This design comes from an exercise in tuning for small area, a short achievable clock period and few clock cycles on the open sky130 flow, not from production work.
Where RTL was checked, it was by simulation tests only, not by an equivalence proof against the original.
No functional check of the RTL was part of runs 1 to 6.
Power and IR drop assume default switching activity.

[config.mk]
export PLATFORM = sky130hd
export DESIGN_NAME = mac_frame_deframer_crc32
export DESIGN_NICKNAME = mac_frame_deframer_crc32
export VERILOG_FILES = /design/flow/design.v
export SDC_FILE = /design/flow/constraint.sdc
export NUM_CORES = 4
export LEC_CHECK = 0
export CAP_MARGIN = 20
export CORE_MARGIN = 2
export CORE_UTILIZATION = 45
export GPL_ROUTABILITY_DRIVEN = 1
export PLACE_DENSITY = 0.65
export SETUP_SLACK_MARGIN = 2.6
export SLEW_MARGIN = 20
[design.v]
`timescale 1ns / 1ps
package dfr_pkg;
    localparam int unsigned MIN_FRAME_BYTES = 1 + 4 + 1 + 2 + 4;
    localparam int unsigned HEADER_BYTES    = 8;
    localparam int unsigned MIC_BYTES       = 4;
    localparam logic [31:0] CRC_INIT     = 32'hFFFF_FFFF;
    localparam logic [31:0] CRC_POLY     = 32'hEDB8_8320;
    localparam logic [7:0]  FOPTS_MASK   = 8'h0F;
    localparam logic [7:0]  VERSION_MASK = 8'h03;
    typedef enum logic [1:0] {
        KIND_OPTION  = 2'd0,
        KIND_PAYLOAD = 2'd1,
        KIND_SUMMARY = 2'd2
    } kind_t;
    typedef enum logic [2:0] {
        ST_OK       = 3'd0,
        ST_SHORT    = 3'd1,
        ST_MISMATCH = 3'd2,
        ST_OVERRUN  = 3'd3,
        ST_TOO_LONG = 3'd4
    } status_t;
    typedef struct packed {
        kind_t       kind;
        logic [7:0]  byte_value;
        status_t     status;
        logic [2:0]  message_type;
        logic [1:0]  major_version;
        logic [31:0] device_address;
        logic [7:0]  frame_control;
        logic [15:0] frame_counter;
        logic [7:0]  payload_length;
        logic        last_of_run;
    } result_t;
    localparam int unsigned RESULT_W = 2 + 8 + 3 + 3 + 2 + 32 + 8 + 16 + 8 + 1;
    typedef struct packed {
        logic    byte_valid;
        logic    sum_valid;
        result_t byte_res;
        result_t sum_res;
    } push_t;
endpackage
`timescale 1ns / 1ps
`timescale 1ns / 1ps
`timescale 1ns / 1ps
module mac_frame_deframer_crc32 (
    input  logic        clk,
    input  logic        rst_n,
    input  logic        in_valid,
    output logic        in_ready,
    input  logic [7:0]  in_data,
    input  logic        in_eof,
    output logic        out_valid,
    input  logic        out_ready,
    output logic [1:0]  out_kind,
    output logic [7:0]  out_byte_value,
    output logic [2:0]  out_status,
    output logic [2:0]  out_message_type,
    output logic [1:0]  out_major_version,
    output logic [31:0] out_device_address,
    output logic [7:0]  out_frame_control,
    output logic [15:0] out_frame_counter,
    output logic [7:0]  out_payload_length,
    output logic        out_last_of_run
);
    localparam logic [31:0] CRC_POLY    = 32'hEDB8_8320;
    localparam logic [31:0] CRC_RESIDUE = 32'hDEBB_20E3;
    localparam logic [2:0] ST_OK = 3'd0, ST_SHORT = 3'd1, ST_MISMATCH = 3'd2,
                           ST_OVERRUN = 3'd3, ST_TOO_LONG = 3'd4;
    function automatic [31:0] crc32_byte(input [31:0] crc_in, input [7:0] data);
        integer k;
        begin
            crc32_byte = crc_in ^ {24'd0, data};
            for (k = 0; k < 8; k = k + 1)
            begin
                if (crc32_byte[0])
                    crc32_byte = (crc32_byte >> 1) ^ CRC_POLY;
                else
                    crc32_byte = crc32_byte >> 1;
            end
        end
    endfunction
    logic        rdy;                   
    logic        ov;                    
    logic        gs;                    
    logic [7:0]  g;                     
    logic [7:0]  dl0, dl1, dl2, dl3;    
    logic        fresh;                 
    logic        first;                 
    logic        hcap;                  
    logic        body;                  
    logic [7:0]  cnt;                   
    logic [31:0] crc;
    logic [7:0]  hdr0, hdr5;
    logic [31:0] hdr_addr;
    logic [15:0] hdr_cnt;
    logic       r_v, r_pay, r_lor;
    logic [7:0] r_byte;
    logic       k_v, k_pay, k_lor;
    logic [7:0] k_byte;
    logic       sp1, sp2, sv, q2;
    logic       s_chk;                  
    logic       s_ovr;
    logic [2:0] s_status;
    logic [7:0] s_plen;
    logic [3:0] s_vc;                   
    logic       take, push, pop_r, pop_s, eof_t, busy, load_s, load_q;
    logic       r_v_n, k_v_n, sp1_n, sv_n, q2_n, ge3_n;
    logic [4:0] optlim;
    logic       pay;
    assign take   = in_valid && rdy;
    assign eof_t  = take && in_eof;
    assign push   = take && body;
    assign optlim = 5'd12 + {1'b0, hdr5[3:0]};
    assign pay    = {3'd0, optlim} <= cnt;
    assign pop_r  = out_ready && r_v;
    assign pop_s  = out_ready && !r_v && sv;
    assign busy   = sp1 || sp2 || sv || q2;
    assign load_s = eof_t && !busy;
    assign load_q = q2 && !sp1 && !sp2 && !sv;
    assign r_v_n = k_v || push || (r_v && !out_ready);
    assign k_v_n = r_v && !out_ready && (k_v || push);
    assign sp1_n = load_s;
    assign sv_n  = sp2 || load_q || (sv && !pop_s);
    assign q2_n  = (q2 && !load_q) || (eof_t && busy);
    assign ge3_n = take ? (!in_eof && (cnt >= 8'd2)) : (cnt >= 8'd3);
    always_ff @(posedge clk or negedge rst_n)
    begin
        if (!rst_n)
        begin
            rdy   <= 1'b0;
            ov    <= 1'b0;
            r_v   <= 1'b0;
            k_v   <= 1'b0;
            sp1   <= 1'b0;
            sp2   <= 1'b0;
            sv    <= 1'b0;
            q2    <= 1'b0;
            cnt   <= 8'd0;
            fresh <= 1'b0;
            first <= 1'b0;
            hcap  <= 1'b0;
            body  <= 1'b0;
        end
        else
        begin
            rdy   <= !k_v_n && !((sp1_n || sp1 || sv_n || q2_n) && (ge3_n || q2_n));
            ov    <= r_v_n || sv_n;
            r_v   <= r_v_n;
            k_v   <= k_v_n;
            sp1   <= sp1_n;
            sp2   <= sp1;
            sv    <= sv_n;
            q2    <= q2_n;
            fresh <= take;
            if (take)
            begin
                first <= !in_eof && (cnt == 8'd0);
                hcap  <= !in_eof && (cnt >= 8'd3) && (cnt <= 8'd10);
                body  <= !in_eof && (cnt >= 8'd11) && (cnt <= 8'd253);
                if (in_eof)
                    cnt <= 8'd0;
                else if (cnt != 8'd255)
                    cnt <= cnt + 8'd1;
            end
            else
                hcap <= 1'b0;
        end
    end
    always_ff @(posedge clk)
    begin
        gs <= !r_v_n;
        for (int i = 0; i < 8; i++)
            g[i] <= !r_v_n && !load_q && (s_vc > 4'(i));
    end
    always_ff @(posedge clk)
    begin
        if (take)
        begin
            dl0 <= dl1;
            dl1 <= dl2;
            dl2 <= dl3;
            dl3 <= in_data;
        end
    end
    always_ff @(posedge clk)
    begin
        if (fresh)
        begin
            crc <= crc32_byte(32'd0, dl3) ^
                   (first ? crc32_byte(32'hFFFF_FFFF, 8'd0) : crc32_byte(crc, 8'd0));
        end
        if (hcap)
        begin
            case (cnt[2:0])
                3'd4: hdr0 <= dl0;
                3'd5: hdr_addr[7:0] <= dl0;
                3'd6: hdr_addr[15:8] <= dl0;
                3'd7: hdr_addr[23:16] <= dl0;
                3'd0: hdr_addr[31:24] <= dl0;
                3'd1: hdr5 <= dl0;
                3'd2: hdr_cnt[7:0] <= dl0;
                default: hdr_cnt[15:8] <= dl0;
            endcase
        end
    end
    always_ff @(posedge clk)
    begin
        if (!r_v || pop_r)
        begin
            if (k_v)
            begin
                r_pay  <= k_pay;
                r_lor  <= k_lor;
                r_byte <= k_byte;
            end
            else if (push)
            begin
                r_pay  <= pay;
                r_lor  <= !in_eof;
                r_byte <= dl0;
            end
            else
            begin
                r_pay  <= 1'b0;
                r_lor  <= 1'b1;
                r_byte <= 8'd0;
            end
        end
        if (!k_v && push && r_v && !pop_r)
        begin
            k_pay  <= pay;
            k_lor  <= !in_eof;
            k_byte <= dl0;
        end
    end
    always_ff @(posedge clk)
    begin
        if (load_s)
        begin
            s_plen <= cnt;
            s_vc   <= (cnt >= 8'd11) ? 4'd8 : (cnt >= 8'd4) ? 4'(cnt - 8'd3) : 4'd0;
            s_chk  <= (cnt != 8'd255) && (cnt >= 8'd11);
            if (cnt == 8'd255)
                s_status <= ST_TOO_LONG;
            else if (cnt < 8'd11)
                s_status <= ST_SHORT;
            else
                s_status <= ST_OK;
        end
        else if (load_q)
        begin
            s_plen   <= 8'd0;
            s_vc     <= 4'd0;
            s_chk    <= 1'b0;
            s_status <= ST_SHORT;
        end
        else if (sp1)
        begin
            if (s_chk)
                {s_ovr, s_plen} <= {1'b0, s_plen} - 9'd11 - {5'd0, hdr5[3:0]};
            else
                s_plen <= 8'd0;
        end
        else if (sp2 && s_chk)
        begin
            if (crc != CRC_RESIDUE)
            begin
                s_status <= ST_MISMATCH;
                s_plen   <= 8'd0;
            end
            else if (s_ovr)
            begin
                s_status <= ST_OVERRUN;
                s_plen   <= 8'd0;
            end
        end
    end
    assign in_ready           = rdy;
    assign out_valid          = ov;
    assign out_kind           = {gs, r_pay};
    assign out_byte_value     = r_byte;
    assign out_last_of_run    = r_lor;
    assign out_status         = s_status & {3{gs}};
    assign out_payload_length = s_plen & g;
    assign out_message_type   = hdr0[7:5] & {3{g[0]}};
    assign out_major_version  = hdr0[1:0] & {2{g[0]}};
    assign out_device_address = hdr_addr & {{8{g[4]}}, {8{g[3]}}, {8{g[2]}}, {8{g[1]}}};
    assign out_frame_control  = hdr5 & {8{g[5]}};
    assign out_frame_counter  = hdr_cnt & {{8{g[7]}}, {8{g[6]}}};
endmodule
[flow/run.sh]
#!/bin/bash
# The standard layout, with the smallest buffer on each port.
set -euo pipefail
export BUFFER_PORTS_ARGS="-buffer_cell sky130_fd_sc_hd__buf_1"
bash standard.sh > standard_flow.log 2>&1
[standard.sh]
#!/bin/bash
# synth_recipe.tcl (not shown) runs the flow's synth.tcl, then flattens the netlist and writes it again
# the make line also repeats each setting of config.mk as NAME=value (left out here)
make -C /OpenROAD-flow-scripts/flow DESIGN_CONFIG=/design/flow/config.mk WORK_HOME=/design/flow/orfs CLKGATE_MAP_FILE= SYNTH_SCRIPT=/design/flow/synth_recipe.tcl "${@:-finish}"
[constraint.sdc]
create_clock -name core_clock -period 5.0 [get_ports {clk}]
set_input_delay 1.0000 -clock core_clock [delete_from_list [all_inputs] [get_ports {clk}]]
set_output_delay 1.0000 -clock core_clock [all_outputs]
set_load 0.01 [all_outputs]
==> results of run 1 <==
[cells in the mapped netlist (all sizes together) (11+ instances only)]
cell type	instances	share of area (%)
edfxtp	162	54
xnor2	92	9.3
and2	76	5.3
nor2	54	2.3
xor2	46	4.8
inv	31	1.3
nand2	24	1.0
ha	23	3.2
a21oi	22	1.2
dfrtp	20	5.6
buf	18	1.1
a22o	12	1.2
clkbuf	11	0.46
[registers in the layout (all words and copies together) (netlist names), 3 cells and up]
name,flops
s_status,3
hdr5,8
hdr0,5
cnt,8
dl2,8
k_byte,8
s_vc,4
dl3,8
dl0,8
crc,32
hdr_cnt,16
r_byte,8
hdr_addr,32
dl1,8
g,8
s_plen,8
[stage by stage]
stage | area (µm²) | setup WS (ns) | utilization (%) | cells | power [mW]
2_1_floorplan | 8940 | 2.75 | - | 687 | 5.39
3_3_place_gp | 9510 | 1.90 | 48.8 | 1022 | 6.07
3_5_place_dp | 9520 | 1.81 | 48.9 | 1023 | 6.17
4_1_cts | 10100 | 2.57 | 52.1 | 1056 | 7.58
5_1_grt | 10200 | 2.54 | 52.6 | 1062 | 8.08
6_report | 10200 | 2.64 | 52.6 | 1062 | 7.59
[routing by layer]
| layer | wire length (µm) | global-route usage (%) | vias to the layer above |
|---|---|---|---|
| li1 | - | - | 2573 |
| met5 | 0 | 0 | - |
| met4 | 382 | 6.53 | 0 |
| met3 | 1240 | 4.21 | 27 |
| met2 | 8260 | 27.3 | 214 |
| met1 | 9070 | 26.2 | 2649 |
[worst max path at each step]
stage / startpoint / end / slack (ns)
2_1_floorplan: in_valid / s_plen[0]$_DFFE_PP_ / 2.75
3_3_place_gp: in_valid / s_status[0]$_DFFE_PP_ / 1.90
3_5_place_dp: in_valid / s_status[0]$_DFFE_PP_ / 1.81
4_1_cts: in_valid / s_status[0]$_DFFE_PP_ / 2.57
5_1_grt: cnt[0]$_DFFE_PN0P_ / hdr_cnt[14]$_DFFE_PP_ / 2.54
6_report: cnt[1]$_DFFE_PN0P_ / hdr_cnt[14]$_DFFE_PP_ / 2.64
[cell usage in the layout, fill, tap and decap left out, drive strengths merged, types with 2 or more instances in the layout]
cell	netlist	routed
xor2	46	46
nor4b	2	2
nor3	10	10
nor2b	5	5
inv	31	41
o31a	2	2
clkinvlp	0	2
and3	7	7
o22ai	8	8
or3	2	2
o41ai	2	2
ha	23	23
a21o	4	4
edfxtp	162	162
dfxtp	9	9
a21oi	22	22
nand4	3	3
and2	76	76
nand3b	2	2
nand3	5	5
nand2	24	24
dfrtp	20	20
clkbuf	11	19
buf	18	106
nor4	5	5
a22o	12	12
xnor2	92	92
mux2i	3	3
o21ai	9	9
nand4b	3	3
nor3b	2	2
nor2	54	54
[power breakdown]
part	internal, mW	switching (mW)	leakage, nW	total, mW
registers	2.42	0.513	1.86	2.94
clock network	0.731	0.645	0.292	1.38
logic	1.54	1.73	1.54	3.27
total	4.70	2.89	3.70	7.59
[layout make-up]
type	count	area, µm²
timing repair buffer	107	477
clock buffer	18	439
inverter	31	116
multi-input combinational	436	3160
fill	1708	9230
clock inverter	14	164
sequential	191	5550
tap	265	332
[timing repair]
| action | CTS | global route |
|---|---|---|
| resized for setup | 5 | 7 |
| buffers inserted | 1 | 5 |
| hold buffers | 0 | 0 |
| endpoints found under the setup margin | 46 | 41 |
| gates cloned | 0 | 1 |
[logic make-up (layout without fill, tap and decap cells)]
family	count (synthesis)	count (layout)	share of synthesized area, %
flops	191	191	62.1
simple gates	203	203	12.1
buf+inv	60	170	2.88
xor+xnor	139	139	14.3
compound gates	67	67	4.94
mux	3	3	0.336
fa+ha+maj	24	24	3.44
==> summary.txt, run 1 <==
status finished clean; Fin Hold WS 0.423 ns; hold path depth 0; final hold vios 0; Worst R2R End hdr_cnt[14]$_DFFE_PP_; FF+latch count, synth 191; worst skew pair latency 0.43 ns; total track usage 18.2%; I/O pins 98; Worst Path Buf+Inv 1; Async SR Flop Fraction 10.5%; final max-slew violation count 0; Max VDD drop 564 µV; die height 145 µm; critical path depth in cells 4; post-route minimum period 2.36 ns; CP max stage delay 0.69 ns; FMAX 423 MHz; wire per inst 17.8 µm; Clock transition at path regs 0.07 ns; Setup TNS 0 ns; first-pass GRT wire length approximately 29,000 µm; syn nets 724; Max-slew headroom 54.8%; Pre-antenna DRT Iters 5; Vias 5,463; root buf cell clkbuf_16; Static Leak 3.70 nW; HPWL Detailed 13,600 µm; Avg Cell Area, Syn ~13 µm²; ys flop type edfxtp_1; clk buf depth 2; Worst Hold Path EP dl0[3]$_DFFE_PN_; Cell variety after synth 51; Mapped Cells 687; CTS tree built; worst r2r path cells 4; ratio of cells with drive above 1 in the final layout 7.53%; family with the most delay on the worst path simple AND/OR/NAND/NOR gates; Hold Path Class register to register; Worst-Margin Slew 0.674 ns; Post-Syn Area about 0.009 mm²; global placement routability congestion just over 0.8; CP Data Arrival Time 2.44 ns; Cell Rows just over 50; slowest CP cell or4b_2; post-synthesis sequential area ratio 62.1%; final wirelength 18,900 µm; pwr/cell area between 700 and 800 mW/mm²; RR Startpoint cnt[1]$_DFFE_PN0P_; WP data required 5.07 ns; Num CTS Buffers 17; vias in the first global route 5,276; CP Class register to register; crit path cell chain inv_1 -> ha_1 -> or4b_2 -> a21oi_2; DIE WIDTH around 140 µm; initial DRC count between 400 and 500; fin nets 821; H-tree Lvls 4; Remaining DRCs 0; YS warnings 1; Max Cap Violations 0; Core Box Area 0.0195 mm²; port buffer count 97; Initial Util 45.9%; antenna cells 0; Setup crit start kind register; Sink Count 191; setup violators final 0; Setup crit end kind register; die area between 0.02 and 0.025 mm²; via density per instance a little over 5; area added between synthesis and finish 14.5%; DRT antenna net count 0; worst-path maximum fanout 8; largest net degree at the start of global routing 47; Post-synth EDFFs 162; total grt overflow 0; initial antenna violation count 0; r2r setup slk 2.64 ns; post-route clock period utilization 47.3%; RSZ-0062 raised after global routing yes; Hold Startpoint dl1[3]$_DFFE_PN_; clk_skew 0.0111 ns
==> run 2: changes to the inputs <==
--- a/config.mk
+++ b/config.mk
@@ -12,3 +12,3 @@
 export PLACE_DENSITY = 0.65
-export SETUP_SLACK_MARGIN = 2.6
+export SETUP_SLACK_MARGIN = 2.9
 export SLEW_MARGIN = 20
==> run 2 against run 1 <==
Against the previous run:
- synthesized area is the same
- sequential power shrank 1%
- wire length grew 7.7%
- clock skew grew 0.0036 ns
- fmax grew 4.2%
- sequential share of layout area shrank 4.0 points
- combinational power grew 18%
- via count grew 5.1%
- global-route usage grew 0.49 points
- power grew 6.6%
- register-to-register slack gained 0.16 ns
- critical path type is now register to primary output
- largest power group unchanged
==> summary.txt, run 2 <==
Async SR Flop Fraction approximately a tenth; Pre-antenna DRT Iters 6; worst r2r path cells 10; RSZ-0062 raised after global routing yes; Worst R2R End s_plen[5]$_DFFE_PP_; global placement routability congestion 0.862; root buf cell clkbuf_16; Post-Syn Area 0.00894 mm²; initial antenna violation count 0; die area 0.0210 mm²; Synth area leader edfxtp_1; commonest non-fill, non-tap cell in the layout edfxtp_1; clk_skew 0.0146 ns; CTS tree built; top flop regs crc (32), hdr_addr (32), hdr_cnt (16); Max VDD drop 577 µV; fin nets 874; Initial Util 45.9%; first-pass GRT wire length ~30,000 µm; Synth top area share 54.4%; r2r setup slk 2.80 ns; YS warnings 1; Hold Startpoint dl1[7]$_DFFE_PN_; commonest cells after routing, fill and taps aside 162 x edfxtp_1, 89 x xnor2_1, 52 x nor2_1; clk buf depth 2; Vias between 5k and 6k; largest net degree at the start of global routing 34; Static Leak 4.31 nW; Remaining DRCs 0; hold buffers post-CTS 0; ratio of cells with drive above 1 in the final layout 28.0%; RR Startpoint hdr5[1]$_DFFE_PP_; Clock transition at path regs about 0.070 ns; syn nets 724; total grt overflow 0; post-route clock period utilization 45.4%; die height 145 µm; antenna cells 0; Cell Rows between 50 and 60; CP Data Arrival Time 1.27 ns; fill cell count between 1.5k and 2k; area added between synthesis and finish 24.5%; Post-synth EDFFs between 150 and 200; FMAX roughly 440 MHz; FF+latch count, synth approximately 190; Total Power 8.09 mW; Hold Path Class register to register; initial DRC count 452; CP Class register to primary output; Max-slew headroom 56.0%; Worst Hold Path EP dl0[7]$_DFFE_PN_; setup violators final 0; Max Cap Violations 0; hold path depth 0; synth top area cells edfxtp_1 54%, xnor2_1 8.7%, dfrtp_1 5.6%; Setup crit start kind register; I/O pins 98; Mapped Cells 687; port buffer count 97; Avg Cell Area, Syn 13.0 µm²; cell with the most instances after synthesis edfxtp_1; final hold vios 0; Num CTS Buffers 17; WP data required around 4.0 ns; Non-Filler Instances 1,115; ys flop type edfxtp_1; post-synthesis sequential area ratio approximately 62%; post-route minimum period 2.27 ns; DIE WIDTH 145 µm; cell area after layout between 0.01 and 0.015 mm²; worst-path maximum fanout 3; Cell variety after synth 51; placed cells 1,022; DRT antenna net count 0; Worst-Margin Slew 0.660 ns; Sink Count between 150 and 200; final wirelength 20,400 µm; total track usage 18.7%; vias in the first global route 5,475; placed cell area 0.00952 mm²; wire per inst between 15 and 20 µm; Post-synth top cells 162 x edfxtp_1, 89 x xnor2_1, 76 x and2_1; worst skew pair latency 0.43 ns; HPWL Detailed 13,500 µm; H-tree Lvls 4; status finished clean; pwr/cell area 727 mW/mm²; Setup TNS 0 ns; Core Box Area 0.0195 mm²; Setup crit end kind primary output; final max-slew violation count 0; via density per instance 5.15
==> run 2: changes by cell type in the layout (fill, tap and decap cells not counted), sizes merged <==
cell	delta
buf	+44
bufbuf	+1
bufinv	-1
clkbuf	+8
clkinv	+2
clkinvlp	-1
inv	-1
or3	+1
==> run 2: cells by family after synthesis <==
| group | share of synthesized area [%] |
|---|---|
| AO/OA/AOI/OAI | 4.94 |
| XOR/XNOR | 14.3 |
| adder cells (fa/ha/maj) | 3.44 |
| multiplexers | 0.336 |
| AND/OR/NAND/NOR | 12.1 |
| buffers and inverters | 2.88 |
| flip-flops | 62.1 |
==> run 2: per-layer routing <==
| layer | part of all wire (%) | track usage (%) | vias up |
|---|---|---|---|
| met2 | 49 | 30.7 | 203 |
| met3 | 5.4 | 3.49 | 33 |
| met1 | 43 | 25.1 | 2832 |
| li1 | - | - | 2676 |
| met4 | 1.9 | 6.83 | 0 |
| met5 | 0 | 0 | - |
==> run 2: through the flow <==
stage	setup slack [ns]	hold slack [ns]	util (%)
2_1_floorplan	2.90	0.400	-
3_3_place_gp	1.74	0.401	48.9
3_5_place_dp	1.68	0.405	48.9
4_1_cts	2.78	0.419	54.0
5_1_grt	2.70	0.427	57.2
6_report	2.73	0.419	57.2
==> run 2: report_power, final <==
| part | internal (mW) | switching (mW) |
|---|---|---|
| Sequential | 2.44 | 0.457 |
| Clock | 0.668 | 0.654 |
| Combinational | 1.97 | 1.89 |
==> run 2: area by class of cell <==
class / instances / area (µm²) / share of cell area [%]
multi-input combinational: 437 / 3350 / 30.1
timing repair buffer: 159 / 1170 / 10.5
clock inverter: 13 / 138 / 1.24
clock buffer: 19 / 433 / 3.89
inverter: 31 / 119 / 1.07
sequential: 191 / 5580 / 50.2
tap: 265 / 332 / 2.98
==> run 2: worst max-delay path by stage <==
stage / from / endpoint / slack [ns] / cells after the start
floorplan: hdr5[2]$_DFFE_PP_ / s_plen[6]$_DFFE_PP_ / 2.90 / 8
global placement: in_valid / k_byte[0]$_DFFE_PP_ / 1.74 / 7
detailed placement: in_valid / k_byte[4]$_DFFE_PP_ / 1.68 / 7
CTS: s_plen[1]$_DFFE_PP_ / s_plen[5]$_DFFE_PP_ / 2.78 / 11
global route: hdr5[1]$_DFFE_PP_ / s_plen[5]$_DFFE_PP_ / 2.70 / 10
finish: hdr5[1]$_DFFE_PP_ / out_frame_control[1] / 2.73 / 3
==> run 2: critical path: stages (launching register included) <==
cell and delay (ns):
edfxtp_1 0.43, buf_4 0.16, and2_4 0.13, buf_6 0.11
==> run 2: what timing repair did <==
action                                  4_1_cts  5_1_grt
cloned                                        2        1
endpoints found under the setup margin      145      112
pin swaps                                    38       23
gates resized for setup                     109       82
buffers inserted                             18       40
==> run 3: changes to the inputs <==
--- a/config.mk
+++ b/config.mk
@@ -7,2 +7,3 @@
 export LEC_CHECK = 0
+export ABC_CLOCK_PERIOD_IN_PS = 2000
 export CAP_MARGIN = 20
@@ -12,3 +13,3 @@
 export PLACE_DENSITY = 0.65
-export SETUP_SLACK_MARGIN = 2.9
+export SETUP_SLACK_MARGIN = 2.6
 export SLEW_MARGIN = 20
==> run 3 against run 2 <==
Against the previous run:
- clock power increased by 5%
- count of clock-buffer cells in the layout shrank 1
- clock skew down 0.0036 ns
- critical endpoint is now hdr_cnt[14]$_DFFE_PP_
- synthesized cell count unchanged
- via count down 4.9%
- worst hold slack improved by 0.0040 ns
- combinational power decreased by 16%
- critical path type is now register to register
- sequential power grew 1%
- still clean on timing, DRC and antenna
- largest power group unchanged
==> summary.txt, run 3 <==
total track usage 18.2%; final max-slew violation count 0; clk buf depth 2; Clock transition at path regs 0.07 ns; port buffer count 97; Remaining DRCs 0; switching power 2.89 mW; die area 0.0210 mm²; Sink Count 191; ys flop type edfxtp_1; fin nets 821; RSZ-0062 raised after global routing yes; CTS tree built; I/O pins 98; Synth area leader edfxtp_1; post-route minimum period 2.36 ns; Post-synth top cells 162 x edfxtp_1, 89 x xnor2_1, 76 x and2_1; H-tree Lvls 4; via density per instance ~5.1; hold buffers post-CTS 0; WP data required 5.07 ns; Clk pwr share 18.1%; commonest cells after routing, fill and taps aside 162 x edfxtp_1, 97 x buf_1, 89 x xnor2_1; Hold Path Class register to register; Post-Syn Area 0.00894 mm²; cell with the most instances after synthesis edfxtp_1; CP max stage delay 0.69 ns; Pint 4.70 mW; Setup crit end kind register; global placement routability congestion 0.823; root buf cell clkbuf_16; FMAX 423 MHz; switching part of the total 38.1%; Max VDD drop 564 µV; Async SR Flop Fraction 10.5%; wire per inst 17.8 µm; post-route clock period utilization 47.3%; Initial Util 45.9%; ratio of cells with drive above 1 in the final layout ~7.5%; Mapped Cells 687; HPWL Detailed 13,600 µm; initial antenna violation count 0; FF+latch count, synth 191; DRT antenna net count 0; pwr/cell area 742 mW/mm²; Max Cap Violations 0; vias in the first global route about 5.3k; Pre-antenna DRT Iters 5; status finished clean; synth top area cells edfxtp_1 54%, xnor2_1 8.7%, dfrtp_1 5.6%; worst skew pair latency 0.43 ns; crit path cell chain inv_1 -> ha_1 -> or4b_2 -> a21oi_2; DIE WIDTH 145 µm; CP Class register to register; Num CTS Buffers 17; post-synthesis sequential area ratio between 60% and 70%; Static Leak 3.70 nW; CP Data Arrival Time 2.44 ns; final hold vios 0; die height 145 µm; Cell variety after synth 51; combinational power share 43.2%; worst-path maximum fanout 8; Vias 5,463; Worst-Margin Slew 0.674 ns; Max-slew headroom 54.8%; commonest non-fill, non-tap cell in the layout edfxtp_1; Core Box Area just under 0.02 mm²; YS warnings 1; largest net degree at the start of global routing 47; final wirelength 18,900 µm; clk_skew 0.0111 ns; initial DRC count 459; Worst Path Buf+Inv 1; top flop regs crc (32), hdr_addr (32), hdr_cnt (16); first-pass GRT wire length between 20,000 and 30,000 µm; area added between synthesis and finish 14.5%; final core occ 52.6%; Setup crit start kind register; slowest CP cell or4b_2; total grt overflow 0; setup violators final 0; Cell Rows 51; Synth top area share between 50 and 60%; family with the most delay on the worst path simple AND/OR/NAND/NOR gates; Avg Cell Area, Syn between 10 and 15 µm²; syn nets ~720; antenna cells 0; Flop pwr share between 30 and 40%; Post-synth EDFFs 162; Setup TNS 0 ns
## run 3: changes by cell type in the layout (fill, tap and decap cells not counted), moves of 9 or more
cell,previous run,this run
buf_1,25,97
buf_2,45,0
buf_4,47,7
buf_6,29,0
and2_1,51,76
and2_4,25,0
dfxtp_1,0,9
## run 3: path summary, 6_finish.rpt
check | start | endpoint | slack [ns] | cells after the start
worst max register to register | cnt[1]$_DFFE_PN0P_ | hdr_cnt[14]$_DFFE_PP_ | 2.64 | 4
max in group asynchronous | rst_n | first$_DFFE_PN0N_ | 3.95 | 2
min in group asynchronous | rst_n | sp2$_DFF_PN0_ | 0.53 | 1
worst max-delay path | cnt[1]$_DFFE_PN0P_ | hdr_cnt[14]$_DFFE_PP_ | 2.64 | 4
worst min-delay path | dl1[3]$_DFFE_PN_ | dl0[3]$_DFFE_PN_ | 0.42 | 0
worst min register to register | dl1[3]$_DFFE_PN_ | dl0[3]$_DFFE_PN_ | 0.42 | 0
## run 3: layout make-up
cell class              count  area, µm²
flip-flops and latches    191       5550
repair buffers            107        477
clock inverters            14        164
clock buffers              18        439
inverters                  31        116
multi-input cells         436       3160
well taps                 265        332
fillers                  1708       9230
## run 3: routing by layer
layer | part of all wire [%] | GRT usage, % | up-vias
li1 | - | - | 2573
met1 | 48 | 26.2 | 2649
met2 | 44 | 27.3 | 214
met3 | 6.5 | 4.21 | 27
met4 | 2.0 | 6.53 | 0
met5 | 0 | 0 | -
## run 3: through the flow
step / hold WS, ns / setup WS [ns] / cell area [µm²] / instances / power, mW
2_1_floorplan: 0.400 / 2.75 / 8940 / 687 / 5.39
3_3_place_gp: 0.401 / 1.90 / 9510 / 1022 / 6.07
5_1_grt: 0.427 / 2.54 / 10200 / 1062 / 8.08
3_5_place_dp: 0.405 / 1.81 / 9520 / 1023 / 6.17
4_1_cts: 0.423 / 2.57 / 10100 / 1056 / 7.58
6_report: 0.423 / 2.64 / 10200 / 1062 / 7.59
## run 3: power groups by stage
stage                     Sequential (mW)  Clock [mW]  Combinational, mW
after floorplan                      2.67           0               2.71
after global placement               2.97           0               3.11
after detailed placement             2.98           0               3.19
after CTS                            2.95        1.40               3.24
after global routing                 3.00        1.47               3.61
final                                2.94        1.38               3.27
## run 3: cell families after synthesis
family / after synthesis / share of synthesized area, %
AO/OA/AOI/OAI: 67 / 4.94
XOR/XNOR: 139 / 14.3
adder cells (fa/ha/maj): 24 / 3.44
buffers and inverters: 60 / 2.88
flip-flops: 191 / 62.1
multiplexers: 3 / 0.336
AND/OR/NAND/NOR: 203 / 12.1
## run 3: repair_timing
action | in CTS | in global routing
cloned | 0 | 1
resized for setup | 5 | 7
buffers inserted | 1 | 5
endpoints found under the setup margin | 46 | 41
pin swaps | 0 | 0
==> run 4: changes to the inputs <==
--- a/config.mk
+++ b/config.mk
@@ -13,3 +13,2 @@
 export PLACE_DENSITY = 0.65
-export SETUP_SLACK_MARGIN = 2.6
 export SLEW_MARGIN = 20
==> run 4 against run 3 <==
Against the previous run:
- non-clock buffer count decreased by 7
- critical endpoint is now s_plen[5]$_DFFE_PP_
- count of clock-buffer cells in the layout grew 1
- final cell count down 0.66%
- combinational power shrank 3%
- clock power is essentially flat
- die area stayed put
==> summary.txt, run 4 <==
top flop regs crc (32), hdr_addr (32), hdr_cnt (16); Flop pwr share about two fifths; post-route minimum period between 2 and 3 ns; post-route clock period utilization between 50 and 60%; final hold vios 0; wire per inst around 18 µm; Setup TNS 0 ns; Setup crit start kind input port; hold buffers post-CTS 0; RSZ-0062 raised after global routing no; global placement routability congestion roughly 0.90; Num CTS Buffers 17; initial DRC count ~270; post-synthesis sequential area ratio 62.1%; worst r2r path cells 4; clk buf depth 2; ratio of cells with drive above 1 in the final layout approximately 5.7%; total grt overflow 0; RR Startpoint cnt[0]$_DFFE_PN0P_; CP Class input port to register; clk_skew about 0.01 ns; root buf cell clkbuf_16; Hold Startpoint dl2[7]$_DFFE_PN_; Post CTS Setup Buffer Count 0; Critical Path Source in_valid; Setup crit end kind register; Vias between 5k and 6k; H-tree Lvls 4; CP Data Arrival Time 3.10 ns; Synth top area share 54.4%; Non-Filler Instances 1,055; port buffer count 97; Post-synth EDFFs about 160; Clk pwr share 18.4%; Cell variety after synth 51; Core Box Area 0.0195 mm²; Worst-Margin Slew 0.809 ns; Pint roughly 4.6 mW; Mapped Cells 687; I/O pins slightly below 100; largest net degree at the start of global routing 47; commonest non-fill, non-tap cell in the layout edfxtp_1; Max Cap Violations 0; post-cts resize count 0; total track usage a little under a fifth; Hold Path Class register to register; Avg Cell Area, Syn 13.0 µm²; YS warnings 1; ys flop type edfxtp_1; final core occ 52.0%; Fin Hold WS about 0.42 ns; via density per instance 5.13; antenna cells 0; Async SR Flop Fraction 10.5%; Static Leak 3.66 nW; die height 145 µm; worst-path maximum fanout 46; Max VDD drop 505 µV; cell with the most instances after synthesis edfxtp_1; die area 0.0210 mm²; first-pass GRT wire length 30,600 µm; Initial Util 45.9%; FMAX approximately 350 MHz; Remaining DRCs 0; final max-slew violation count 0; commonest cells after routing, fill and taps aside 162 x edfxtp_1, 97 x buf_1, 89 x xnor2_1; hold path depth 0; cell area after layout 0.0101 mm²; final wirelength 19,100 µm; Pre-antenna DRT Iters 5; switching part of the total 38.3%; area added between synthesis and finish 13.3%; placed cell area 0.00951 mm²; Clock transition at path regs 0.08 ns; Cell Rows 51; Synth area leader edfxtp_1; Post-Syn Area just under 0.009 mm²; status finished clean; setup violators final 0; worst skew pair latency 0.43 ns; switching power 2.87 mW; combinational power share between 40% and 50%; Max-slew headroom a little under half; DIE WIDTH 145 µm; vias in the first global route between 5k and 6k; synth top area cells edfxtp_1 54%, xnor2_1 8.7%, dfrtp_1 5.6%; CTS tree built; DRT antenna net count 0; placed cells approximately 1.0k; syn nets around 720; pwr/cell area 740 mW/mm²; Post-synth top cells 162 x edfxtp_1, 89 x xnor2_1, 76 x and2_1; FF+latch count, synth 191; Sink Count 191; fin nets approximately 810; HPWL Detailed between 10,000 and 15,000 µm; WP data required 5.27 ns; initial antenna violation count 0
==> run 4: cell counts after synthesis <==
Identical to the previous run, type by type.
==> run 4: worst paths after layout <==
check / end / slack (ns)
worst max-delay path: s_plen[5]$_DFFE_PP_ / 2.17
worst min-delay path: dl1[7]$_DFFE_PN_ / 0.42
worst max register to register: hdr_cnt[12]$_DFFE_PP_ / 2.37
worst min register to register: dl1[7]$_DFFE_PN_ / 0.42
max in group asynchronous: first$_DFFE_PN0N_ / 4.22
min in group asynchronous: sp1$_DFF_PN0_ / 0.53
==> run 4: routing by layer <==
metal / up-vias / wire (µm) / part of all wire [%] / track usage (%)
li1: 2547 / - / - / -
met1: 2694 / 8560 / 45 / 24.9
met2: 149 / 9510 / 50 / 31.3
met3: 24 / 741 / 3.9 / 3.18
met4: 0 / 312 / 1.6 / 6.34
met5: - / 0 / 0 / 0
==> run 4: final cells by class <==
| class | instances | area [µm²] |
|---|---|---|
| clock buffers | 19 | 453 |
| clock inverters | 13 | 156 |
| fillers | 1674 | 9340 |
| inverters | 31 | 116 |
| multi-input cells | 436 | 3130 |
| flip-flops and latches | 191 | 5550 |
| well taps | 265 | 332 |
| repair buffers | 100 | 387 |
==> run 4: critical path: stages <==
cell,delay [ns]
buf_1,0.08
nand2_1,0.31
inv_1,0.17
buf_4,0.47
nand2_1,0.17
or3_1,0.53
inv_2,0.18
nand2_1,0.07
o21ai_0,0.10
==> run 4: power groups by stage <==
stage	logic [mW]	clock network (mW)	registers, mW
2_1_floorplan	2.71	0	2.68
5_1_grt	3.53	1.46	3.00
4_1_cts	3.20	1.40	2.94
3_3_place_gp	3.11	0	2.96
6_report	3.18	1.38	2.94
3_5_place_dp	3.17	0	2.97
==> run 4: through the flow <==
stage               total power, mW  worst slack [ns]
floorplan                      5.39              2.19
global placement               6.07              1.86
detailed placement             6.15              1.75
CTS                            7.54              2.20
global route                   7.99              1.88
finish                         7.49              2.17
==> run 4: cell families (layout without fill, tap and decap cells) <==
| family | count (synthesis) | count (layout) | share of synthesized area (%) |
|---|---|---|---|
| AO/OA/AOI/OAI | 67 | 67 | 4.94 |
| XOR/XNOR | 139 | 139 | 14.3 |
| adder cells (fa/ha/maj) | 24 | 24 | 3.44 |
| buffers and inverters | 60 | 163 | 2.88 |
| flip-flops | 191 | 191 | 62.1 |
| multiplexers | 3 | 3 | 0.336 |
| AND/OR/NAND/NOR | 203 | 203 | 12.1 |
==> run 5: changes to the inputs <==
--- a/design.v
+++ b/design.v
@@ -84,3 +84,3 @@
     logic        gs;                    
-    logic [7:0]  g;                     
+    logic [7:0]  g_n;                   
     logic [7:0]  dl0, dl1, dl2, dl3;    
@@ -92,5 +92,6 @@
     logic [31:0] crc;
-    logic [7:0]  hdr0, hdr5;
-    logic [31:0] hdr_addr;
-    logic [15:0] hdr_cnt;
+    logic [7:0]  hdr0_n, hdr5_n;
+    logic [31:0] hdr_addr_n;
+    logic [15:0] hdr_cnt_n;
+    logic [3:0]  nopt;
     logic       r_v, r_pay, r_lor;
@@ -112,3 +113,4 @@
     assign push   = take && body;
-    assign optlim = 5'd12 + {1'b0, hdr5[3:0]};
+    assign nopt   = ~hdr5_n[3:0];
+    assign optlim = 5'd12 + {1'b0, nopt};
     assign pay    = {3'd0, optlim} <= cnt;
@@ -172,3 +174,3 @@
         for (int i = 0; i < 8; i++)
-            g[i] <= !r_v_n && !load_q && (s_vc > 4'(i));
+            g_n[i] <= !(!r_v_n && !load_q && (s_vc > 4'(i)));
     end
@@ -194,10 +196,10 @@
             case (cnt[2:0])
-                3'd4: hdr0 <= dl0;
-                3'd5: hdr_addr[7:0] <= dl0;
-                3'd6: hdr_addr[15:8] <= dl0;
-                3'd7: hdr_addr[23:16] <= dl0;
-                3'd0: hdr_addr[31:24] <= dl0;
-                3'd1: hdr5 <= dl0;
-                3'd2: hdr_cnt[7:0] <= dl0;
-                default: hdr_cnt[15:8] <= dl0;
+                3'd4: hdr0_n <= ~dl0;
+                3'd5: hdr_addr_n[7:0] <= ~dl0;
+                3'd6: hdr_addr_n[15:8] <= ~dl0;
+                3'd7: hdr_addr_n[23:16] <= ~dl0;
+                3'd0: hdr_addr_n[31:24] <= ~dl0;
+                3'd1: hdr5_n <= ~dl0;
+                3'd2: hdr_cnt_n[7:0] <= ~dl0;
+                default: hdr_cnt_n[15:8] <= ~dl0;
             endcase
@@ -235,10 +237,21 @@
     end
-    always_ff @(posedge clk)
-    begin
-        if (load_s)
-        begin
-            s_plen <= cnt;
-            s_vc   <= (cnt >= 8'd11) ? 4'd8 : (cnt >= 8'd4) ? 4'(cnt - 8'd3) : 4'd0;
-            s_chk  <= (cnt != 8'd255) && (cnt >= 8'd11);
-            if (cnt == 8'd255)
+    logic mm;
+    assign mm = crc != CRC_RESIDUE;
+    always_ff @(posedge clk)
+    begin
+        if (load_s || load_q)
+        begin
+            s_vc  <= load_q ? 4'd0 :
+                     (cnt >= 8'd11) ? 4'd8 : (cnt >= 8'd4) ? 4'(cnt - 8'd3) : 4'd0;
+            s_chk <= !load_q && (cnt != 8'd255) && (cnt >= 8'd11);
+        end
+        if (sp1)
+            s_ovr <= ({1'b0, s_plen} - 9'd11 - {5'd0, nopt}) >> 8;
+        if (load_s || load_q || (sp2 && s_chk && (mm || s_ovr)))
+        begin
+            if (load_q)
+                s_status <= ST_SHORT;
+            else if (sp2)
+                s_status <= mm ? ST_MISMATCH : ST_OVERRUN;
+            else if (cnt == 8'd255)
                 s_status <= ST_TOO_LONG;
@@ -249,28 +262,10 @@
         end
-        else if (load_q)
-        begin
-            s_plen   <= 8'd0;
-            s_vc     <= 4'd0;
-            s_chk    <= 1'b0;
-            s_status <= ST_SHORT;
-        end
-        else if (sp1)
-        begin
-            if (s_chk)
-                {s_ovr, s_plen} <= {1'b0, s_plen} - 9'd11 - {5'd0, hdr5[3:0]};
-            else
+        if (load_s || load_q || sp1 || (sp2 && s_chk && (mm || s_ovr)))
+        begin
+            if (load_q || sp2)
                 s_plen <= 8'd0;
-        end
-        else if (sp2 && s_chk)
-        begin
-            if (crc != CRC_RESIDUE)
-            begin
-                s_status <= ST_MISMATCH;
-                s_plen   <= 8'd0;
-            end
-            else if (s_ovr)
-            begin
-                s_status <= ST_OVERRUN;
-                s_plen   <= 8'd0;
-            end
+            else if (sp1)
+                s_plen <= s_chk ? s_plen - 8'd11 - {4'd0, nopt} : 8'd0;
+            else
+                s_plen <= cnt;
         end
@@ -283,8 +278,8 @@
     assign out_status         = s_status & {3{gs}};
-    assign out_payload_length = s_plen & g;
-    assign out_message_type   = hdr0[7:5] & {3{g[0]}};
-    assign out_major_version  = hdr0[1:0] & {2{g[0]}};
-    assign out_device_address = hdr_addr & {{8{g[4]}}, {8{g[3]}}, {8{g[2]}}, {8{g[1]}}};
-    assign out_frame_control  = hdr5 & {8{g[5]}};
-    assign out_frame_counter  = hdr_cnt & {{8{g[7]}}, {8{g[6]}}};
+    assign out_payload_length = s_plen & ~g_n;
+    assign out_message_type   = ~(hdr0_n[7:5] | {3{g_n[0]}});
+    assign out_major_version  = ~(hdr0_n[1:0] | {2{g_n[0]}});
+    assign out_device_address = ~(hdr_addr_n | {{8{g_n[4]}}, {8{g_n[3]}}, {8{g_n[2]}}, {8{g_n[1]}}});
+    assign out_frame_control  = ~(hdr5_n | {8{g_n[5]}});
+    assign out_frame_counter  = ~(hdr_cnt_n | {{8{g_n[7]}}, {8{g_n[6]}}});
 endmodule
--- a/config.mk
+++ b/config.mk
@@ -7,3 +7,2 @@
 export LEC_CHECK = 0
-export ABC_CLOCK_PERIOD_IN_PS = 2000
 export CAP_MARGIN = 20
@@ -13,2 +12,3 @@
 export PLACE_DENSITY = 0.65
+export SETUP_SLACK_MARGIN = 2.6
 export SLEW_MARGIN = 20
==> run 5 against run 4 <==
Against the previous run:
- still clean on timing, DRC and antenna
- sequential power is 6% lower
- utilization rose by 0.69 points
- sequential cell count unchanged
- worst setup slack improved by 0.52 ns
- non-clock buffer count grew 16
- synthesized area rose by 0.66%
- global-route usage is 0.79 points lower
- largest cell class unchanged
- largest power group unchanged
==> summary.txt, run 5 <==
status finished clean; commonest cells after routing, fill and taps aside 162 x edfxtp_1, 116 x nor2_1, 106 x xnor2_1; fill cell count 1,675; via density per instance slightly above 5; setup violators final 0; post-route minimum period between 2 and 2.5 ns; met1 GRT Util 22.7%; Mapped Cells 708; RSZ-0062 raised after global routing no; met2 Track Usage GR 31.0%; wire per inst between 15 and 20 µm; Pint 4.64 mW; Max Cap Violations 0; fin nets 843; pwr/cell area about 700 mW/mm²; die area 0.0211 mm²; r2r setup slk 2.70 ns; Post-Syn Area 0.00899 mm²; Hold Startpoint dl2[1]$_DFFE_PN_; post-synthesis sequential area ratio 61.6%; I/O pins 98; top flop regs crc (32), hdr_addr_n (32), hdr_cnt_n (16); multi-input logic area 0.00313 mm²; total track usage 17.9%; Worst Hold Path EP dl1[1]$_DFFE_PN_; Pre-antenna DRT Iters 5; vias in the first global route 5,344; FF+latch count, synth ~190; worst skew pair latency approximately 0.43 ns; initial DRC count 273; CTS tree built; Flop pwr share a little under two fifths; Remaining DRCs 0; WP data required 4.00 ns; switching part of the total a little under two fifths; root buf cell clkbuf_16; final max-slew violation count 0; Setup crit end kind primary output; Sequential cell area 0.00555 mm²; CP Data Arrival Time 1.31 ns; DIE WIDTH 145 µm; final hold vios 0; post-route clock period utilization a little under half; Synth top area share 54.1%; Clock transition at path regs 0.07 ns; worst r2r path cells 9; Worst-Margin Slew ~0.72 ns; ratio of cells with drive above 1 in the final layout 9.51%; Max VDD drop 610 µV; Cell Rows ~50; first-pass GRT wire length approximately 29,000 µm; port buffer count 97; clk_skew 0.00972 ns; GRT busiest layer met2; final core occ 52.7%; DRT antenna net count 0; global placement routability congestion ~0.84; Vias 5,496; synth top area cells edfxtp_1 54%, xnor2_1 10%, dfrtp_1 5.6%; Avg Cell Area, Syn 12.7 µm²; worst-path maximum fanout 9; GRT met3 Usage 3.64%; Post-Place Setup Slack ~2.1 ns; cell with the most instances after synthesis edfxtp_1; Worst R2R End r_pay$_DFFE_PP_; Setup crit start kind register; combinational power share a little over two fifths; Post-synth EDFFs 162; slack of the critical path 2.69 ns; YS warnings 1; commonest non-fill, non-tap cell in the layout edfxtp_1; RR Startpoint hdr5_n[2]$_DFFE_PP_; Hold Path Class register to register; switching power between 2 and 3 mW; Max-slew headroom between 50% and 60%; total grt overflow 0; Clk pwr share 19.1%; Post-synth top cells 162 x edfxtp_1, 117 x nor2_1, 106 x xnor2_1; HPWL Detailed 13,700 µm; Static Leak about 3.8 nW; placed cells 1,034; Cell variety after synth 53; FMAX 433 MHz; Num CTS Buffers 17; Async SR Flop Fraction 10.5%; Synth area leader edfxtp_1; Initial Util a little under half; die height 145 µm; CP Class register to primary output; H-tree Lvls 4; largest net degree at the start of global routing 37; hold path depth 0; ys flop type edfxtp_1; initial antenna violation count 1; Core Box Area 0.0195 mm²; syn nets 744; clk buf depth 2; Non-Filler Instances 1,086; Setup TNS 0 ns; final wirelength between 15,000 and 20,000 µm; area added between synthesis and finish 14.4%; Sink Count 191
-- run 5: changes by cell type after synthesis, moves of 6 or more --
cell	previous run	this run
inv_1	30	37
clkbuf_1	11	18
nand2_1	24	17
nor2_1	54	117
xnor2_1	89	106
xor2_1	43	26
buf_2	11	5
o22ai_1	8	0
o21ai_0	8	14
and2_1	76	9
nor2b_1	5	13
-- run 5: logic make-up after synthesis --
family	share of synthesized area, %
and+or+nand+nor	11.0
DFF	61.6
xor gates and xnor gates	15.1
buffers and inverters	4.08
AOI/OAI and AO/OA	4.69
adders and majority gates	3.28
muxes	0.236
-- run 5: worst max path at each step --
stage	startpoint	end	slack, ns	cells after the start
floorplan	in_eof	s_plen[0]$_SDFFCE_PP0P_	2.59	5
global placement	in_eof	s_plen[2]$_SDFFCE_PP0P_	2.23	5
detailed placement	in_eof	s_plen[2]$_SDFFCE_PP0P_	2.12	5
CTS	cnt[0]$_DFFE_PN0P_	hdr_cnt_n[14]$_DFFE_PP_	2.60	4
global route	hdr5_n[1]$_DFFE_PP_	s_plen[5]$_SDFFCE_PP0P_	2.59	11
finish	g_n[2]$_DFF_P_	out_device_address[10]	2.69	2
-- run 5: through the flow --
| stage | total power, mW | hold slack [ns] | instance area, µm² |
|---|---|---|---|
| 2_1_floorplan | 5.21 | 0.400 | 9020 |
| 3_3_place_gp | 5.80 | 0.403 | 9500 |
| 3_5_place_dp | 5.86 | 0.405 | 9500 |
| 4_1_cts | 7.30 | 0.423 | 10100 |
| 5_1_grt | 7.79 | 0.425 | 10300 |
| 6_report | 7.36 | 0.421 | 10300 |
-- run 5: power groups by stage --
stage	registers (mW)	clock network [mW]	logic, mW
floorplan	2.50	0	2.71
global placement	2.81	0	3.00
detailed placement	2.82	0	3.04
CTS	2.78	1.43	3.09
global route	2.81	1.49	3.50
finish	2.75	1.40	3.20
-- run 5: layout make-up --
class                      count  share of cell area (%)
multi-input combinational    442                    30.4
tap                          265                    3.22
timing repair buffer         116                    4.94
timing repair inverter         1                  0.0486
antenna                        1                  0.0243
sequential                   191                    53.9
inverter                      38                    1.42
clock buffer                  17                    4.13
clock inverter                15                    1.92
-- run 5: critical path, cell delays in order (launching register included) --
cell	delay (ns)
dfxtp_1	0.61
nor2_1	0.12
buf_1	0.15
-- run 5: layer usage --
metal / part of all wire (%) / vias up
li1: - / 2624
met1: 43 / 2705
met2: 51 / 152
met3: 4.3 / 15
met4: 1.3 / 0
met5: 0 / -
-- run 5: what timing repair did --
action	CTS	global route
gates resized for setup	1	8
pin swaps	0	2
buffers inserted	1	17
endpoints found under the setup margin	8	26
hold buffers	0	0
cloned	0	1
==> run 6: changes to the inputs <==
--- a/config.mk
+++ b/config.mk
@@ -10,2 +10,3 @@
 export CORE_UTILIZATION = 45
+export CTS_BUF_LIST = sky130_fd_sc_hd__clkbuf_4 sky130_fd_sc_hd__clkbuf_8
 export GPL_ROUTABILITY_DRIVEN = 1
==> run 6 against run 5 <==
Against the previous run:
- first-iteration DRC count increased by 33%
- highest routed layer unchanged
- clock skew increased by 0.010 ns
- wire length decreased by 0.80%
- largest power group unchanged
- final cell count decreased by 0.18%
- global-route usage decreased by 0.13 points
- sequential power about the same
- die area unchanged
- fmax decreased by 0.78%
==> summary.txt, run 6 <==
total track usage 17.8%; Post-Syn Area 0.00899 mm²; Post-Place Setup Slack ~2.1 ns; Total Power 7.01 mW; Num CTS Buffers 17; final wirelength ~19,000 µm; Cell variety after synth 53; worst skew pair latency between 0.4 and 0.5 ns; CP dominant cell by count ha_1; Worst Path Buf+Inv 2; initial antenna violation count 0; area added between synthesis and finish 12.2%; Post-synth top cells 162 x edfxtp_1, 117 x nor2_1, 106 x xnor2_1; Avg Cell Area, Syn 12.7 µm²; FF+latch count, synth 191; post-synthesis sequential area ratio 61.6%; multi-input logic area 0.00313 mm²; YS warnings 1; DIE WIDTH roughly 150 µm; setup violators final 0; CTS tree built; top flop regs crc (32), hdr_addr_n (32), hdr_cnt_n (16); CP Class register to register; crit path cell chain buf_4 -> ha_1 -> inv_1 -> ha_1 -> nand2_1 -> nor2_1 -> nor4_1 -> o21ai_0 -> a22o_1; initial DRC count 362; Async SR Flop Fraction between 10% and 20%; CP Data Arrival Time about 2.6 ns; Hold Startpoint dl1[7]$_DFFE_PN_; critical path depth in cells 9; Static Leak around 3.7 nW; clk_skew 0.0198 ns; die height between 100 and 150 µm; via density per instance 5.02; post-route minimum period 2.33 ns; Max-slew headroom 51.1%; fill cell count about 1.7k; fin nets 842; first-pass GRT wire length 29,200 µm; Remaining DRCs 0; synth top area cells edfxtp_1 54%, xnor2_1 10%, dfrtp_1 5.6%; status finished clean; HPWL Detailed 13,700 µm; hold buffers post-CTS 0; port buffer count 97; Worst R2R End r_pay$_DFFE_PP_; Core Box Area 0.0195 mm²; antenna cells 0; Pre-antenna DRT Iters 5; total grt overflow 0; vias in the first global route between 5k and 6k; commonest cells after routing, fill and taps aside 162 x edfxtp_1, 116 x nor2_1, 106 x xnor2_1; RSZ-0062 raised after global routing no; Worst-Margin Slew 0.730 ns; r2r setup slk 2.67 ns; post-route clock period utilization 46.6%; FMAX between 400 and 500 MHz; clk buf depth 2; Fin Hold WS 0.428 ns; Hold Path Class register to register; Synth area leader edfxtp_1; pwr/cell area 695 mW/mm²; Clock transition at path regs 0.11 ns; Setup TNS 0 ns; worst r2r path cells 9; largest net degree at the start of global routing 37; Setup crit end kind register; I/O pins 98; Sink Count 191; global placement routability congestion 0.838; DRT antenna net count 0; family with the most delay on the worst path adder cells; worst-path maximum fanout 4; Synth top area share 54.1%; ratio of cells with drive above 1 in the final layout 9.65%; WP data required 5.22 ns; final hold vios 0; Setup crit start kind register; Sequential cell area roughly 0.0055 mm²; Vias 5,446; Mapped Cells 708; Worst Hold Path EP dl0[7]$_DFFE_PN_; slack of the critical path 2.67 ns; commonest non-fill, non-tap cell in the layout edfxtp_1; root buf cell clkbuf_8; final max-slew violation count 0; cell with the most instances after synthesis edfxtp_1; Initial Util 46.1%; RR Startpoint hdr5_n[2]$_DFFE_PP_; wire per inst 17.4 µm; H-tree Lvls 4; ys flop type edfxtp_1; Post-synth EDFFs 162; Max VDD drop 606 µV; CP max stage delay 0.48 ns; syn nets ~740; die area 0.0211 mm²; slowest CP cell edfxtp_1; Cell Rows between 50 and 60; hold path depth 0; Max Cap Violations 0
## run 6: what timing repair did
action,in CTS,in global routing
setup endpoints to repair,8,24
gates cloned,0,1
pin swaps,0,2
setup buffers,1,16
gates resized for setup,0,11
## run 6: worst max path at each step
| stage | start | endpoint | slack [ns] |
|---|---|---|---|
| global placement | in_eof | s_plen[2]$_SDFFCE_PP0P_ | 2.23 |
| finish | hdr5_n[2]$_DFFE_PP_ | r_pay$_DFFE_PP_ | 2.67 |
| floorplan | in_eof | s_plen[0]$_SDFFCE_PP0P_ | 2.59 |
| CTS | crc[4]$_DFFE_PP_ | s_plen[0]$_SDFFCE_PP0P_ | 2.60 |
| global route | hdr5_n[2]$_DFFE_PP_ | r_pay$_DFFE_PP_ | 2.60 |
| detailed placement | in_eof | s_plen[2]$_SDFFCE_PP0P_ | 2.12 |
## run 6: final cells by class
type                       instances  area share (%)
clock buffer                      17            2.32
clock inverter                    15            1.96
multi-input combinational        442            31.0
timing repair inverter             1          0.0496
sequential                       191            55.0
inverter                          38            1.45
timing repair buffer             115            4.96
tap                              265            3.29
## run 6: logic make-up (layout without fill, tap and decap cells)
kind of cell | count (synthesis) | in the layout | synth area share [%]
mux | 2 | 2 | 0.236
compound gates | 63 | 63 | 4.69
xor+xnor | 143 | 143 | 15.1
flops | 191 | 191 | 61.6
simple gates | 211 | 211 | 11.0
fa+ha+maj | 23 | 23 | 3.28
buf+inv | 75 | 186 | 4.08
## run 6: layer usage
metal  global-route usage [%]  share of wire (%)  vias to the layer above
li1                         -                  -                     2614
met4                     5.29                1.3                        0
met2                     30.6                 51                      133
met3                     3.86                3.8                       22
met5                        0                  0                        -
met1                     22.8                 44                     2677
## run 6: stage by stage
stage / utilization [%] / std cells / area [µm²]
detailed placement: 48.6 / 1034 / 9500
CTS: 50.9 / 1067 / 9940
finish: 51.7 / 1084 / 10100
floorplan: - / 708 / 9020
global route: 51.7 / 1084 / 10100
global placement: 48.6 / 1034 / 9500
## run 6: worst reg2reg max path, cell delays in order, from the launching register on
cell      delay, ns
edfxtp_1       0.48
buf_4          0.17
ha_1           0.26
inv_1          0.04
ha_1           0.27
nand2_1        0.08
nor2_1         0.05
nor4_1         0.20
o21ai_0        0.26
a22o_1         0.26
## run 6: where the power goes
group / switching (mW) / internal (mW) / total, mW
Combinational: 1.64 / 1.55 / 3.19
Clock: 0.601 / 0.472 / 1.07
Sequential: 0.427 / 2.32 / 2.75
Total: 2.66 / 4.35 / 7.01
==> run 7: changes to the inputs <==
--- a/design.v
+++ b/design.v
@@ -190,4 +190,3 @@
         begin
-            crc <= crc32_byte(32'd0, dl3) ^
-                   (first ? crc32_byte(32'hFFFF_FFFF, 8'd0) : crc32_byte(crc, 8'd0));
+            crc <= crc32_byte(crc | {32{first}}, dl3);
         end
@@ -209,3 +208,3 @@
     begin
-        if (!r_v || pop_r)
+        if (!r_v || out_ready)
         begin
@@ -217,3 +216,3 @@
             end
-            else if (push)
+            else if (body)
             begin
@@ -230,3 +229,3 @@
         end
-        if (!k_v && push && r_v && !pop_r)
+        if (!k_v)
         begin
@@ -237,4 +236,6 @@
     end
-    logic mm;
-    assign mm = crc != CRC_RESIDUE;
+    logic       mm;
+    logic [8:0] plen_d;                 
+    assign mm     = crc != CRC_RESIDUE;
+    assign plen_d = {1'b0, s_plen} - 9'd11 - {5'd0, nopt};
     always_ff @(posedge clk)
@@ -248,3 +249,3 @@
         if (sp1)
-            s_ovr <= ({1'b0, s_plen} - 9'd11 - {5'd0, nopt}) >> 8;
+            s_ovr <= plen_d[8];
         if (load_s || load_q || (sp2 && s_chk && (mm || s_ovr)))
@@ -267,3 +268,3 @@
             else if (sp1)
-                s_plen <= s_chk ? s_plen - 8'd11 - {4'd0, nopt} : 8'd0;
+                s_plen <= s_chk ? plen_d[7:0] : 8'd0;
             else
--- a/config.mk
+++ b/config.mk
@@ -10,3 +10,5 @@
 export CORE_UTILIZATION = 45
-export CTS_BUF_LIST = sky130_fd_sc_hd__clkbuf_4 sky130_fd_sc_hd__clkbuf_8
+export CTS_BUF_LIST = sky130_fd_sc_hd__clkbuf_8 sky130_fd_sc_hd__clkbuf_16
+export CTS_CLUSTER_DIAMETER = 60
+export CTS_CLUSTER_SIZE = 30
 export GPL_ROUTABILITY_DRIVEN = 1
==> run 7 against run 6 <==
Against the previous run:
- largest cell class unchanged
- count of clock-buffer cells in the layout unchanged
- sequential power about the same
- worst setup slack better by 0.022 ns
- sequential share of layout area increased by 1.6 points
- worst hold slack worse by 0.0069 ns
- still clean
- largest power group unchanged
- register-to-register slack better by 0.02 ns
- utilization increased by 0.86 points
==> summary.txt, run 7 <==
synth top area cells edfxtp_1 57%, xnor2_1 8.3%, dfrtp_1 5.9%; Setup crit start kind register; Max Cap Violations 0; Setup crit end kind register; Post-Syn Area 0.00851 mm²; DIE WIDTH 141 µm; top flop regs crc (32), hdr_addr_n (32), hdr_cnt_n (16); hold buffers post-CTS 0; global placement routability congestion 0.808; Async SR Flop Fraction a little over a tenth; setup violators final 0; pwr/cell area 719 mW/mm²; post-synthesis sequential area ratio 65.2%; clk buf depth 2; cell with the most instances after synthesis edfxtp_1; final wirelength 17,400 µm; Hold Path Class register to register; post-route clock period utilization 46.2%; via density per instance 5.08; I/O pins between 90 and 100; Max-slew headroom 49.3%; r2r setup slk 2.69 ns; CP Data Arrival Time ~2.5 ns; commonest cells after routing, fill and taps aside 162 x edfxtp_1, 124 x nor2_1, 96 x buf_1; Vias 5,139; Post-synth EDFFs 162; FMAX 433 MHz; ys flop type edfxtp_1; Avg Cell Area, Syn 12.9 µm²; RSZ-0062 raised after global routing yes; Remaining DRCs 0; Sink Count 191; CP Class register to register; Num CTS Buffers 17; cell area after layout 0.00980 mm²; syn nets 692; HPWL Detailed 12,500 µm; Synth top area share 57.2%; root buf cell clkbuf_16; Initial Util between 40% and 50%; antenna cells 0; CTS tree built; final hold vios 0; final max-slew violation count 0; slack of the critical path between 2 and 3 ns; Clock transition at path regs approximately 0.070 ns; worst skew pair latency 0.43 ns; post-route minimum period 2.31 ns; Pre-antenna DRT Iters 5; Core Box Area 0.0186 mm²; ratio of cells with drive above 1 in the final layout 9.14%; status finished clean; final core occ 52.5%; Synth area leader edfxtp_1; initial antenna violation count 0; Cell variety after synth 46; fin nets 798; WP data required 5.17 ns; total grt overflow 0; first-pass GRT wire length 27,400 µm; total track usage around 18%; placed cell area around 0.0091 mm²; Post-Place Setup Slack around 2 ns; YS warnings 1; wire per inst 17.2 µm; area added between synthesis and finish 15.2%; Mapped Cells between 600 and 700; worst-path maximum fanout 2; commonest non-fill, non-tap cell in the layout edfxtp_1; Setup TNS 0 ns; Worst-Margin Slew 0.757 ns; port buffer count 97; initial DRC count 339; FF+latch count, synth about 190; DRT antenna net count 0; vias in the first global route roughly 5.2k; H-tree Lvls 4; Max VDD drop approximately 660 µV; Cell Rows 50; largest net degree at the start of global routing 33; Static Leak 3.60 nW; Post-synth top cells 162 x edfxtp_1, 125 x nor2_1, 81 x xnor2_1; clk_skew 0.00999 ns; die area approximately 0.02 mm²; Total Power 7.04 mW; die height 141 µm
run 7: changes by cell type after synthesis, sizes merged, moves of 4 or more:
| cell | previous run | this run |
|---|---|---|
| nand2b | 2 | 6 |
| xnor2 | 111 | 87 |
| nor2b | 13 | 9 |
| xor2 | 30 | 24 |
| nor2 | 117 | 127 |
| clkbuf | 21 | 15 |
run 7: worst max-delay path, cell delays in order (launching register included):
cell and delay [ns]:
edfxtp_1 0.42, inv_2 0.10, ha_1 0.23, inv_1 0.06, ha_1 0.16, inv_1 0.06, fa_2 0.35, nor2b_1 0.12
o21ai_0 0.12, nand2b_1 0.12, xnor2_1 0.09, a22oi_1 0.16, nor2_1 0.06
run 7: stage by stage:
| stage | hold WS [ns] | std cells |
|---|---|---|
| floorplan | 0.400 | 659 |
| global placement | 0.401 | 962 |
| detailed placement | 0.406 | 962 |
| CTS | 0.422 | 994 |
| global route | 0.425 | 1011 |
| finish | 0.421 | 1011 |
run 7: kinds of logic (layout without fill, tap and decap cells):
| kind of cell | count (synthesis) | after routing | synth area share [%] |
|---|---|---|---|
| muxes | 2 | 2 | 0.250 |
| and+or+nand+nor | 212 | 212 | 11.3 |
| buffers and inverters | 67 | 185 | 3.37 |
| adders and majority gates | 20 | 20 | 3.03 |
| xor gates and xnor gates | 111 | 111 | 12.5 |
| DFF | 191 | 191 | 65.2 |
| AOI/OAI and AO/OA | 56 | 56 | 4.37 |
run 7: where the power goes:
part | internal (mW) | switching, mW
clock | 0.745 | 0.593
sequential | 2.38 | 0.366
combinational | 1.40 | 1.55
run 7: what timing repair did:
item                                   4_1_cts  5_1_grt
endpoints found under the hold margin        0        0
gates cloned                                 1        0
setup endpoints to repair                   19       15
buffers inserted                             0       17
pin swaps                                    0        2
gates resized for setup                      2        3
run 7: worst paths after layout:
kind                       cells past startpoint                      end                start
setup / recovery                              12  s_plen[5]$_SDFFCE_PP0P_  hdr5_n[1]$_DFFE_PP_
hold reg to reg                                0         dl0[7]$_DFFE_PN_     dl1[7]$_DFFE_PN_
min in group asynchronous                      1            sp2$_DFF_PN0_                rst_n
max in group asynchronous                      1             q2$_DFF_PN0_                rst_n
hold / removal                                 0         dl0[7]$_DFFE_PN_     dl1[7]$_DFFE_PN_
setup reg to reg                              12  s_plen[5]$_SDFFCE_PP0P_  hdr5_n[1]$_DFFE_PP_
run 7: layout make-up:
type	count	area [µm²]
fillers	1619	8850
flip-flops and latches	191	5550
multi-input cells	401	2720
repair buffers	116	508
clock buffers	17	425
well taps	234	293
clock inverters	14	160
inverters	37	143
repair inverters	1	5.00
run 7: routing by layer:
metal  track usage (%)  wire [µm]
met1              22.5       7400
met2              31.0       8910
met3              4.15        832
met4              5.26        280
met5                 0          0
Testbench counts of run 7, summed over its fixed seeds: cycles 71,984.

separate check: timing with driven ports:
The flow's constraints put no driver on any port. The routed layouts listed below were extracted and timed again, unchanged, in two steps. Step 1 sets driving cells, clkbuf_16 on the clock port and buf_2 on the other inputs (assumed; they add their load-dependent delay and slew). Step 2 adds t to the input delays and takes it off the output delays; t is the mean of the earliest and latest rising clock arrival at the registers after step 1. Input paths then give back, and output paths get back, about the clock's delay inside the block. Three values: ideal ports, drivers, drivers and shift; two values: the first two.
| run | t, ns | setup WS [ns] | latest minus earliest clock arrival (ns) |
|---|---|---|---|
| run 1 | 0.472 | 2.637 / 2.637 / 2.322 | 0.012 / 0.012 |
| run 2 | 0.468 | 2.732 / 2.690 / 2.502 | 0.014 / 0.015 |
| run 3 | 0.472 | 2.637 / 2.637 / 2.322 | 0.012 / 0.012 |
| run 4 | 0.472 | 2.171 / 2.186 / 1.714 | 0.014 / 0.014 |
| run 5 | 0.475 | 2.688 / 2.641 / 2.324 | 0.011 / 0.011 |
| run 6 | 0.499 | 2.670 / 2.651 / 2.152 | 0.022 / 0.022 |
| run 7 | 0.464 | 2.692 / 2.656 / 2.228 | 0.010 / 0.010 |
After both steps every run listed still meets setup and hold. The setup slack of run 6, which loses most, moves by -0.019 ns with the drivers and by -0.518 ns with both steps.
